Background: an optimization exercise with open tools, aiming at a short achievable clock period and few clock cycles per item. Do not read the settings as production practice.
Only simulation tests tie the RTL to the original design; equivalence was not proved.
Power figures rest on the tool's default switching activity, not on a simulated workload.

==> amber: inputs <==
==> flow/design.v <==
`timescale 1ns/1ps
package noc_pkg;
	localparam int FLIT_WIDTH = 4;
	localparam int PACKET_WIDTH = 32;
	localparam int PACKET_FLITS = PACKET_WIDTH / FLIT_WIDTH;
	localparam int NUM_PORTS = 5;
	localparam int PORT_LOCAL = 0;
	localparam int PORT_NORTH = 1;
	localparam int PORT_SOUTH = 2;
	localparam int PORT_EAST = 3;
	localparam int PORT_WEST = 4;
	localparam logic PS_HEAD = 1'b0;
	localparam logic PS_BODY = 1'b1;
endpackage
`timescale 1ns/1ps
`timescale 1ns/1ps
`timescale 1ns/1ps
module input_port #(
	parameter int B = 8,
	parameter bit LOCAL = 1'b0
) (
	input logic clk_local,
	input logic reset,
	input logic wr_pin,              
	input logic [31:0] wdata,        
	input logic [4:0] rd_req,        
	output logic full_q,             
	output logic crowded,            
	output logic [4:0] req_q,        
	output logic [4:0] rd_ack,       
	output logic [31:0] rd_pkt
);
	logic [B-1:0] clm;               
	logic [B-1:0] vld;               
	logic [B*32-1:0] data;
	logic [B*B-1:0] older;           
	logic [B-1:0] alloc;             
	logic [B-1:0] alloc_n;
	logic [B-1:0] cs;                
	logic [2:0] fcnt;
	logic head;                      
	logic wr;
	logic [B*5-1:0] dst;             
	logic [B-1:0] wsel;
	logic [B-1:0] claim;
	logic [B-1:0] rel;
	logic [5*B-1:0] cand;
	logic [5*B-1:0] cand_q;          
	logic full_next;
	function automatic logic [4:0] route_of(input logic [3:0] h);
		route_of = '0;
		if (h[3:2] > 2'd1)
			route_of[noc_pkg::PORT_EAST] = 1'b1;
		else if (h[3:2] < 2'd1)
			route_of[noc_pkg::PORT_WEST] = 1'b1;
		else if (h[1:0] > 2'd1)
			route_of[noc_pkg::PORT_NORTH] = 1'b1;
		else if (h[1:0] < 2'd1)
			route_of[noc_pkg::PORT_SOUTH] = 1'b1;
		else
			route_of[noc_pkg::PORT_LOCAL] = 1'b1;
	endfunction
	assign wr = wr_pin && !full_q && !reset;
	always_comb
		for (int j = 0; j < B; j++)
			dst[5*j +: 5] = route_of(data[32*j+28 +: 4]);
	assign claim = (wr && head) ? alloc : '0;
	assign wsel = head ? alloc : cs;
	always_comb
	begin
		logic [B-1:0] fr;
		fr = ~clm & ~claim;
		alloc_n = '0;
		for (int j = B - 1; j >= 0; j--)
			if (fr[j])
				alloc_n = B'(1) << j;
	end
	always_ff @(posedge clk_local)
	begin
		if (reset)
		begin
			alloc <= B'(1);
			head <= 1'b1;
		end
		else
		begin
			alloc <= alloc_n;
			if (!LOCAL && wr)
				head <= (fcnt == 3'd7);
		end
		if (wr && head)
			cs <= alloc;
	end
	always_comb
	begin
		for (int o = 0; o < 5; o++)
			for (int j = 0; j < B; j++)
			begin
				logic hit;
				hit = vld[j] && dst[5*j+o];
				for (int k = 0; k < B; k++)
					if (k != j && vld[k] && dst[5*k+o] && (k < j ? older[k*B+j] : !older[j*B+k]))
						hit = 1'b0;
				cand[B*o+j] = hit;
			end
	end
	logic [4:0] rq;
	logic [4:0] pick;
	logic [B-1:0] rsel;
	assign rq = rd_req & ~rd_ack;    
	assign pick = rq & ~(rq - 5'd1);
	always_comb
	begin
		rel = '0;
		for (int o = 0; o < 5; o++)
			rel = rel | (pick[o] ? cand_q[B*o +: B] : '0);
		rd_pkt = '0;
		for (int j = 0; j < B; j++)
			rd_pkt = rd_pkt | ({32{rsel[j]}} & data[32*j +: 32]);
	end
	always_ff @(posedge clk_local)
	begin
		if (reset)
		begin
			rd_ack <= '0;
			rsel <= '0;
		end
		else
		begin
			rd_ack <= pick;
			rsel <= rel;
		end
	end	always_ff @(posedge clk_local)
	begin
		cand_q <= cand;
		for (int o = 0; o < 5; o++)
			req_q[o] <= |cand[B*o +: B] && !reset;
	end
	generate
		if (LOCAL)
		begin : g_lfull
			logic ge1;
			logic ge2;
			always_comb
			begin
				ge1 = 1'b0;
				ge2 = 1'b0;
				for (int j = 0; j < B; j++)
				begin
					ge2 = ge2 | (ge1 & !clm[j]);
					ge1 = ge1 | !clm[j];
				end
			end
			assign full_next = wr ? !ge2 : !ge1;
		end
		else
		begin : g_nfull
			logic head_next;
			assign head_next = wr ? (fcnt == 3'd7) : head;
			assign full_next = head_next && !(|(~clm & ~claim));
		end
	endgenerate
	always_ff @(posedge clk_local)
	begin
		if (reset)
			full_q <= 1'b0;
		else
			full_q <= full_next;
	end
	always_ff @(posedge clk_local)
	begin
		logic a1;
		logic a2;
		a1 = 1'b0;
		a2 = 1'b0;
		for (int j = 0; j < B; j++)
		begin
			a2 = a2 | (a1 & !clm[j]);
			a1 = a1 | !clm[j];
		end
		crowded <= !a2;
	end
	always_ff @(posedge clk_local)
	begin
		if (reset)
		begin
			clm <= '0;
			vld <= '0;
			fcnt <= '0;
		end
		else
		begin
			clm <= (clm | claim) & ~rel;
			if (LOCAL)
				vld <= (vld | claim) & ~rel;
			else
			begin
				vld <= vld & ~rel;
				if (wr)
				begin
					fcnt <= fcnt + 3'd1;
					if (fcnt == 3'd7)
						vld <= (vld | cs) & ~rel;
				end
			end
		end
	end
	always_ff @(posedge clk_local)
	begin
		for (int j = 0; j < B; j++)
		begin
			if (claim[j])
				for (int k = 0; k < B; k++)
				begin
					if (k < j)
						older[k*B+j] <= 1'b1;
					if (k > j)
						older[j*B+k] <= 1'b0;
				end
			if (wr && wsel[j])
			begin
				if (LOCAL)
					data[32*j +: 32] <= wdata;
				else
					data[32*j +: 32] <= {data[32*j +: 28], wdata[3:0]};
			end
		end
	end
endmodule
`timescale 1ns/1ps
module rr_arbiter (
	input logic [4:0] request,
	input logic [4:0] mask,        
	output logic [4:0] grant       
);
	logic [4:0] hi;
	logic [4:0] src;
	assign hi = request & mask;
	assign src = (|hi) ? hi : request;
	assign grant = src & ~(src - 5'd1);
endmodule
`timescale 1ns/1ps
module crossbar (
	input logic clk_local,
	input logic reset,
	input logic [4:0] req,               
	input logic [4:0] crowded,           
	input logic [4:0] rd_ack,            
	input logic [5*32-1:0] rd_pkt,       
	input logic dest_full,
	output logic [4:0] rd_req,           
	output logic [4:0] out               
);
	logic [4:0] mask;
	logic [4:0] pick;
	logic [4:0] gi;                      
	logic gv;                            
	logic got;
	logic [31:0] rdata;
	logic [31:0] nx;
	logic nxv;
	logic [31:0] cur;
	logic [3:0] cn;
	logic s;
	logic [31:0] cur_sh;
	logic take_nx;
	logic have;
	logic [3:0] first;
	rr_arbiter arb_i (
		.request((|(req & crowded)) ? (req & crowded) : req),
		.mask(mask),
		.grant(pick)
	);
	assign rd_req = gv ? gi : '0;
	assign got = |(rd_ack & rd_req);
	always_comb
	begin
		rdata = '0;
		for (int i = 0; i < 5; i++)
			rdata = rdata | ({32{gi[i]}} & rd_pkt[32*i +: 32]);
	end
	assign s = out[4];
	assign cur_sh = s ? {cur[27:0], 4'h0} : cur;
	assign take_nx = (cn == 4'd0) || (cn == 4'd1 && s);
	assign have = take_nx ? nxv : 1'b1;
	assign first = take_nx ? nx[31:28] : cur_sh[31:28];
	always_ff @(posedge clk_local)
	begin
		if (reset)
		begin
			mask <= '1;
			gv <= 1'b0;
			nxv <= 1'b0;
			cn <= '0;
			out[4] <= 1'b0;
		end
		else
		begin
			if (got)
				gv <= 1'b0;
			else if (!gv && !nxv && (|req))
			begin
				gv <= 1'b1;
				gi <= pick;
				mask <= ~(pick | (pick - 5'd1));
			end
			if (got)
				nxv <= 1'b1;
			else if (take_nx)
				nxv <= 1'b0;
			if (take_nx)
				cn <= nxv ? 4'd8 : 4'd0;
			else
				cn <= cn - {3'd0, s};
			out[4] <= have && !dest_full;
		end
	end
	always_ff @(posedge clk_local)
	begin
		if (got)
			nx <= rdata;
		cur <= take_nx ? nx : cur_sh;
		out[3:0] <= have ? first : 4'h0;  
	end
endmodule
`timescale 1ns/1ps
module router #(
	parameter logic [1:0] X_COORD = 2'd1,
	parameter logic [1:0] Y_COORD = 2'd1,
	parameter int FIFO_DEPTH = 8
) (
	input logic clk_local,
	input logic reset,
	input logic [31:0] local_in,
	input logic write_en_local,
	input logic [4:0] north_in,    
	input logic [4:0] south_in,
	input logic [4:0] east_in,
	input logic [4:0] west_in,
	input logic local_neuron_full,
	input logic north_neighbor_full,
	input logic south_neighbor_full,
	input logic east_neighbor_full,
	input logic west_neighbor_full,
	output logic local_full,
	output logic north_full,
	output logic south_full,
	output logic east_full,
	output logic west_full,
	output logic [4:0] local_out,  
	output logic [4:0] north_out,
	output logic [4:0] south_out,
	output logic [4:0] east_out,
	output logic [4:0] west_out
);
	localparam int B = FIFO_DEPTH;
	logic [4:0] in_full;
	logic [24:0] nb_in;
	logic [24:0] req;              
	logic [24:0] rd_req;           
	logic [24:0] rd_ack;           
	logic [5*32-1:0] rd_pkt;       
	logic [4:0] crowded;
	logic [4:0] dest_full;
	logic [24:0] out_link;
	assign nb_in = {west_in, east_in, south_in, north_in, 5'b0};
	assign {west_full, east_full, south_full, north_full, local_full} = in_full;
	assign dest_full = {west_neighbor_full, east_neighbor_full, south_neighbor_full,
		north_neighbor_full, local_neuron_full};
	assign {west_out, east_out, south_out, north_out, local_out} = out_link;
	logic [24:0] in_req;           
	logic [24:0] out_req;          
	logic [24:0] out_ack;          
	always_comb
		for (int i = 0; i < 5; i++)
			for (int o = 0; o < 5; o++)
			begin
				in_req[5*i+o] = rd_req[5*o+i];
				out_req[5*o+i] = req[5*i+o];
				out_ack[5*o+i] = rd_ack[5*i+o];
			end
	for (genvar i = 0; i < 5; i++)
	begin : g_in
		input_port #(.B(B), .LOCAL(i == 0)) ip (
			.clk_local(clk_local),
			.reset(reset),
			.wr_pin(i == 0 ? write_en_local : nb_in[5*i+4]),
			.wdata(i == 0 ? local_in : {28'd0, nb_in[5*i +: 4]}),
			.rd_req(in_req[5*i +: 5]),
			.full_q(in_full[i]),
			.crowded(crowded[i]),
			.req_q(req[5*i +: 5]),
			.rd_ack(rd_ack[5*i +: 5]),
			.rd_pkt(rd_pkt[32*i +: 32])
		);
	end
	for (genvar o = 0; o < 5; o++)
	begin : g_out
		crossbar op (
			.clk_local(clk_local),
			.reset(reset),
			.req(out_req[5*o +: 5]),
			.crowded(crowded),
			.rd_ack(out_ack[5*o +: 5]),
			.rd_pkt(rd_pkt),
			.dest_full(dest_full[o]),
			.rd_req(rd_req[5*o +: 5]),
			.out(out_link[5*o +: 5])
		);
	end
endmodule
==> flow/flow/run.sh <==
#!/bin/bash
set -euo pipefail
bash standard.sh SETUP_SLACK_MARGIN=5.6 "BUFFER_PORTS_ARGS=-buffer_cell sky130_fd_sc_hd__buf_4" finish > make_finish.log 2>&1
==> flow/standard.sh <==
#!/bin/bash
# synth_recipe.tcl (not shown) runs the flow's synth.tcl, then flattens the netlist and writes it again
# the make line also repeats each setting of config.mk as NAME=value (left out here)
make -C /OpenROAD-flow-scripts/flow DESIGN_CONFIG=/design/flow/config.mk WORK_HOME=/design/flow/orfs CLKGATE_MAP_FILE= SYNTH_SCRIPT=/design/flow/synth_recipe.tcl "${@:-finish}"
==> flow/config.mk <==
export PLATFORM = sky130hd
export DESIGN_NAME = router
export DESIGN_NICKNAME = router
export VERILOG_FILES = /design/flow/design.v
export SDC_FILE = /design/flow/constraint.sdc
export NUM_CORES = 4
export LEC_CHECK = 0
export ABC_CLOCK_PERIOD_IN_PS = 2500
export CAP_MARGIN = 20
export CORE_MARGIN = 2
export CORE_UTILIZATION = 55
export CTS_CLUSTER_DIAMETER = 80
export CTS_CLUSTER_SIZE = 25
export SLEW_MARGIN = 20
export TNS_END_PERCENT = 20
==> flow/constraint.sdc <==
create_clock -name core_clock -period 8.5 [get_ports {clk_local}]
set_input_delay 1.7000 -clock core_clock [delete_from_list [all_inputs] [get_ports {clk_local}]]
set_output_delay 1.7000 -clock core_clock [all_outputs]
set_load 0.01 [all_outputs]
==> inputs of nickel, as changes to amber <==
--- a/flow/design.v
+++ b/flow/design.v
@@ -61,5 +61,5 @@
 			route_of[noc_pkg::PORT_LOCAL] = 1'b1;
 	endfunction
-	assign wr = wr_pin && !full_q && !reset;
+	assign wr = wr_pin && !full_q;
 	always_comb
 		for (int j = 0; j < B; j++)
@@ -70,5 +70,5 @@
 	begin
 		logic [B-1:0] fr;
-		fr = ~clm & ~claim;
+		fr = LOCAL ? (~clm & ~claim) : ~clm;
 		alloc_n = '0;
 		for (int j = B - 1; j >= 0; j--)
@@ -262,5 +262,5 @@
 	logic [31:0] cur;
 	logic [3:0] cn;
-	logic s;
+	logic s;                             
 	logic [31:0] cur_sh;
 	logic take_nx;
@@ -280,5 +280,6 @@
 			rdata = rdata | ({32{gi[i]}} & rd_pkt[32*i +: 32]);
 	end
-	assign s = out[4];
+	always_ff @(posedge clk_local)
+		s <= have && !dest_full;
 	assign cur_sh = s ? {cur[27:0], 4'h0} : cur;
 	assign take_nx = (cn == 4'd0) || (cn == 4'd1 && s);
@@ -355,4 +356,5 @@
 );
 	localparam int B = FIFO_DEPTH;
+	localparam int BL = 4;         
 	logic [4:0] in_full;
 	logic [24:0] nb_in;
@@ -382,5 +384,5 @@
 	for (genvar i = 0; i < 5; i++)
 	begin : g_in
-		input_port #(.B(B), .LOCAL(i == 0)) ip (
+		input_port #(.B(i == 0 ? BL : B), .LOCAL(i == 0)) ip (
 			.clk_local(clk_local),
 			.reset(reset),
==> flow/flow/run.sh (replaced) <==
#!/bin/bash
set -euo pipefail
bash standard.sh SETUP_SLACK_MARGIN=5.6 MATCH_CELL_FOOTPRINT=0 "BUFFER_PORTS_ARGS=-buffer_cell sky130_fd_sc_hd__buf_4" finish > make_finish.log 2>&1
CORE_UTILIZATION = 50   (was 55)
==> inputs of willow, as changes to amber <==
--- a/flow/design.v
+++ b/flow/design.v
@@ -61,5 +61,5 @@
 			route_of[noc_pkg::PORT_LOCAL] = 1'b1;
 	endfunction
-	assign wr = wr_pin && !full_q && !reset;
+	assign wr = wr_pin && !full_q;
 	always_comb
 		for (int j = 0; j < B; j++)
@@ -70,5 +70,5 @@
 	begin
 		logic [B-1:0] fr;
-		fr = ~clm & ~claim;
+		fr = LOCAL ? (~clm & ~claim) : ~clm;
 		alloc_n = '0;
 		for (int j = B - 1; j >= 0; j--)
@@ -131,9 +131,16 @@
 			rsel <= rel;
 		end
-	end	always_ff @(posedge clk_local)
+	end
+	always_ff @(posedge clk_local)
 	begin
 		cand_q <= cand;
 		for (int o = 0; o < 5; o++)
-			req_q[o] <= |cand[B*o +: B] && !reset;
+		begin
+			logic any;
+			any = 1'b0;
+			for (int j = 0; j < B; j++)
+				any = any | (vld[j] & dst[5*j+o]);
+			req_q[o] <= any && !reset;
+		end
 	end
 	generate
@@ -262,5 +269,5 @@
 	logic [31:0] cur;
 	logic [3:0] cn;
-	logic s;
+	logic s;                             
 	logic [31:0] cur_sh;
 	logic take_nx;
@@ -272,5 +279,4 @@
 		.grant(pick)
 	);
-	assign rd_req = gv ? gi : '0;
 	assign got = |(rd_ack & rd_req);
 	always_comb
@@ -280,5 +286,6 @@
 			rdata = rdata | ({32{gi[i]}} & rd_pkt[32*i +: 32]);
 	end
-	assign s = out[4];
+	always_ff @(posedge clk_local)
+		s <= have && !dest_full;
 	assign cur_sh = s ? {cur[27:0], 4'h0} : cur;
 	assign take_nx = (cn == 4'd0) || (cn == 4'd1 && s);
@@ -291,4 +298,5 @@
 			mask <= '1;
 			gv <= 1'b0;
+			rd_req <= '0;
 			nxv <= 1'b0;
 			cn <= '0;
@@ -298,9 +306,13 @@
 		begin
 			if (got)
+			begin
 				gv <= 1'b0;
+				rd_req <= '0;
+			end
 			else if (!gv && !nxv && (|req))
 			begin
 				gv <= 1'b1;
 				gi <= pick;
+				rd_req <= pick;
 				mask <= ~(pick | (pick - 5'd1));
 			end
@@ -355,4 +367,5 @@
 );
 	localparam int B = FIFO_DEPTH;
+	localparam int BL = 4;         
 	logic [4:0] in_full;
 	logic [24:0] nb_in;
@@ -382,5 +395,5 @@
 	for (genvar i = 0; i < 5; i++)
 	begin : g_in
-		input_port #(.B(B), .LOCAL(i == 0)) ip (
+		input_port #(.B(i == 0 ? BL : B), .LOCAL(i == 0)) ip (
 			.clk_local(clk_local),
 			.reset(reset),
==> flow/flow/run.sh (replaced) <==
#!/bin/bash
set -euo pipefail
bash standard.sh SETUP_SLACK_MARGIN=5.6 MATCH_CELL_FOOTPRINT=0 "BUFFER_PORTS_ARGS=-buffer_cell sky130_fd_sc_hd__buf_4" finish > make_finish.log 2>&1
CORE_UTILIZATION = 50   (was 55)
==> summary.md <==
| Metric | Value |
|---|---|
| Status | `no timing/DRC/antenna violations` |
| Top sig layer | `met5` |
| Synth top cells by count | `edfxtp_1, nand2_1, a22oi_1, dfxtp_1, clkbuf_1` |
| DPL Wire Length | `about 200 mm` |
| Metal-1 WL | `118 mm` |
| Flop+latch power | `about 12 mW` |
| Worst R2R End | `g_out[4].op.nx[4]` |
| Post-synth net total | `7276` |
| Row cnt | `between 150 and 200` |
| Vias per std cell | `6.73` |
| Post-Synth Adder-Cell Area | `0.351%` |
| Initial Util | `50.2%` |
| Worst hold endpoint | `g_in[3].ip.data[139]` |
| Beginning of the critical path | `g_in[3].ip.rsel[6]` |
| Final worst slack | `5.40 ns` |
| Critical path, cell by cell | `buf_4 > a22oi_1 > nand4_1 > a222oi_1 > nand2_1` |
That was willow.
==> summary.md <==
| Metric | Value |
|---|---|
| Synth top cells by count | `edfxtp_1, nand2_1, a22oi_1, dfxtp_1, clkbuf_1` |
| Post-synth net total | `7312` |
| Initial Util | `50.4%` |
| Vias per std cell | `6.89` |
| Metal-1 WL | `125 mm` |
| Critical path, cell by cell | `buf_4 > a22oi_1 > nand4_1 > a222oi_1 > nand2_1` |
| Area-dominant class | `sequential cells` |
| Worst hold endpoint | `g_in[2].ip.data[52]` |
| Row cnt | `153` |
| Post-Synth Adder-Cell Area | `0.347%` |
| Worst R2R End | `g_out[4].op.nx[8]` |
| GRT busiest layer | `met2` |
| Final worst slack | `5.45 ns` |
| Leak pwr | `approximately 32 nW` |
| Worst slew margin | `18.0%` |
| Top sig layer | `met5` |
| CTS Hold Bufs | `0` |
| Status | `no timing/DRC/antenna violations` |
That was nickel.
==> summary.md <==
| Metric | Value |
|---|---|
| Final worst slack | `5.33 ns` |
| Status | `no timing/DRC/antenna violations` |
| Synth top cells by count | `edfxtp_1, nand2_1, a22oi_1, dfxtp_1, clkbuf_1` |
| Post-synth net total | `between 7000 and 8000` |
| Worst hold endpoint | `g_in[2].ip.data[197]` |
| DPL Wire Length | `224 mm` |
| Metal-1 WL | `about 130 mm` |
| Row cnt | `152` |
| Worst R2R End | `g_in[3].ip.req_q[3]` |
| Top sig layer | `met4` |
That was amber.
Testbench counts of amber, summed over its fixed seeds: cycles 7,086, packets 3,840.
Testbench counts of nickel, summed over its fixed seeds: cycles 7,093, packets 3,840.
Testbench counts of willow, summed over its fixed seeds: cycles 7,093, packets 3,840.

[re-timing with driven ports]
The flow's constraints put no driver on any port. The routed layouts listed below were extracted and timed again, unchanged, in two steps. Step 1 sets driving cells, clkbuf_16 on the clock port and buf_2 on the other inputs (assumed; they add their load-dependent delay and slew). Step 2 moves the port delays by t, midway between the first and last clock arrival at a register: inputs arrive t later, outputs are due t later. That takes back most of the time a late clock gives input paths. Slacks: no drivers / after step 1 / after step 2; pairs: no drivers / after step 1.
run | shift t [ns] | setup slack, ns | worst hold slack (ns) | slew at the worst register clock pin (ns)
amber | 0.911 | 5.328 / 5.260 / 4.657 | 0.442 / 0.442 / 0.442 | 0.11 / 0.11
nickel | 0.869 | 5.447 / 5.379 / 4.682 | 0.437 / 0.437 / 0.437 | 0.10 / 0.10
willow | 0.891 | 5.400 / 5.364 / 4.632 | 0.433 / 0.433 / 0.433 | 0.11 / 0.11
After both steps every run listed still meets setup and hold. For willow, which loses most, drivers alone change the setup slack by -0.036 ns; drivers and shift together by -0.768 ns.
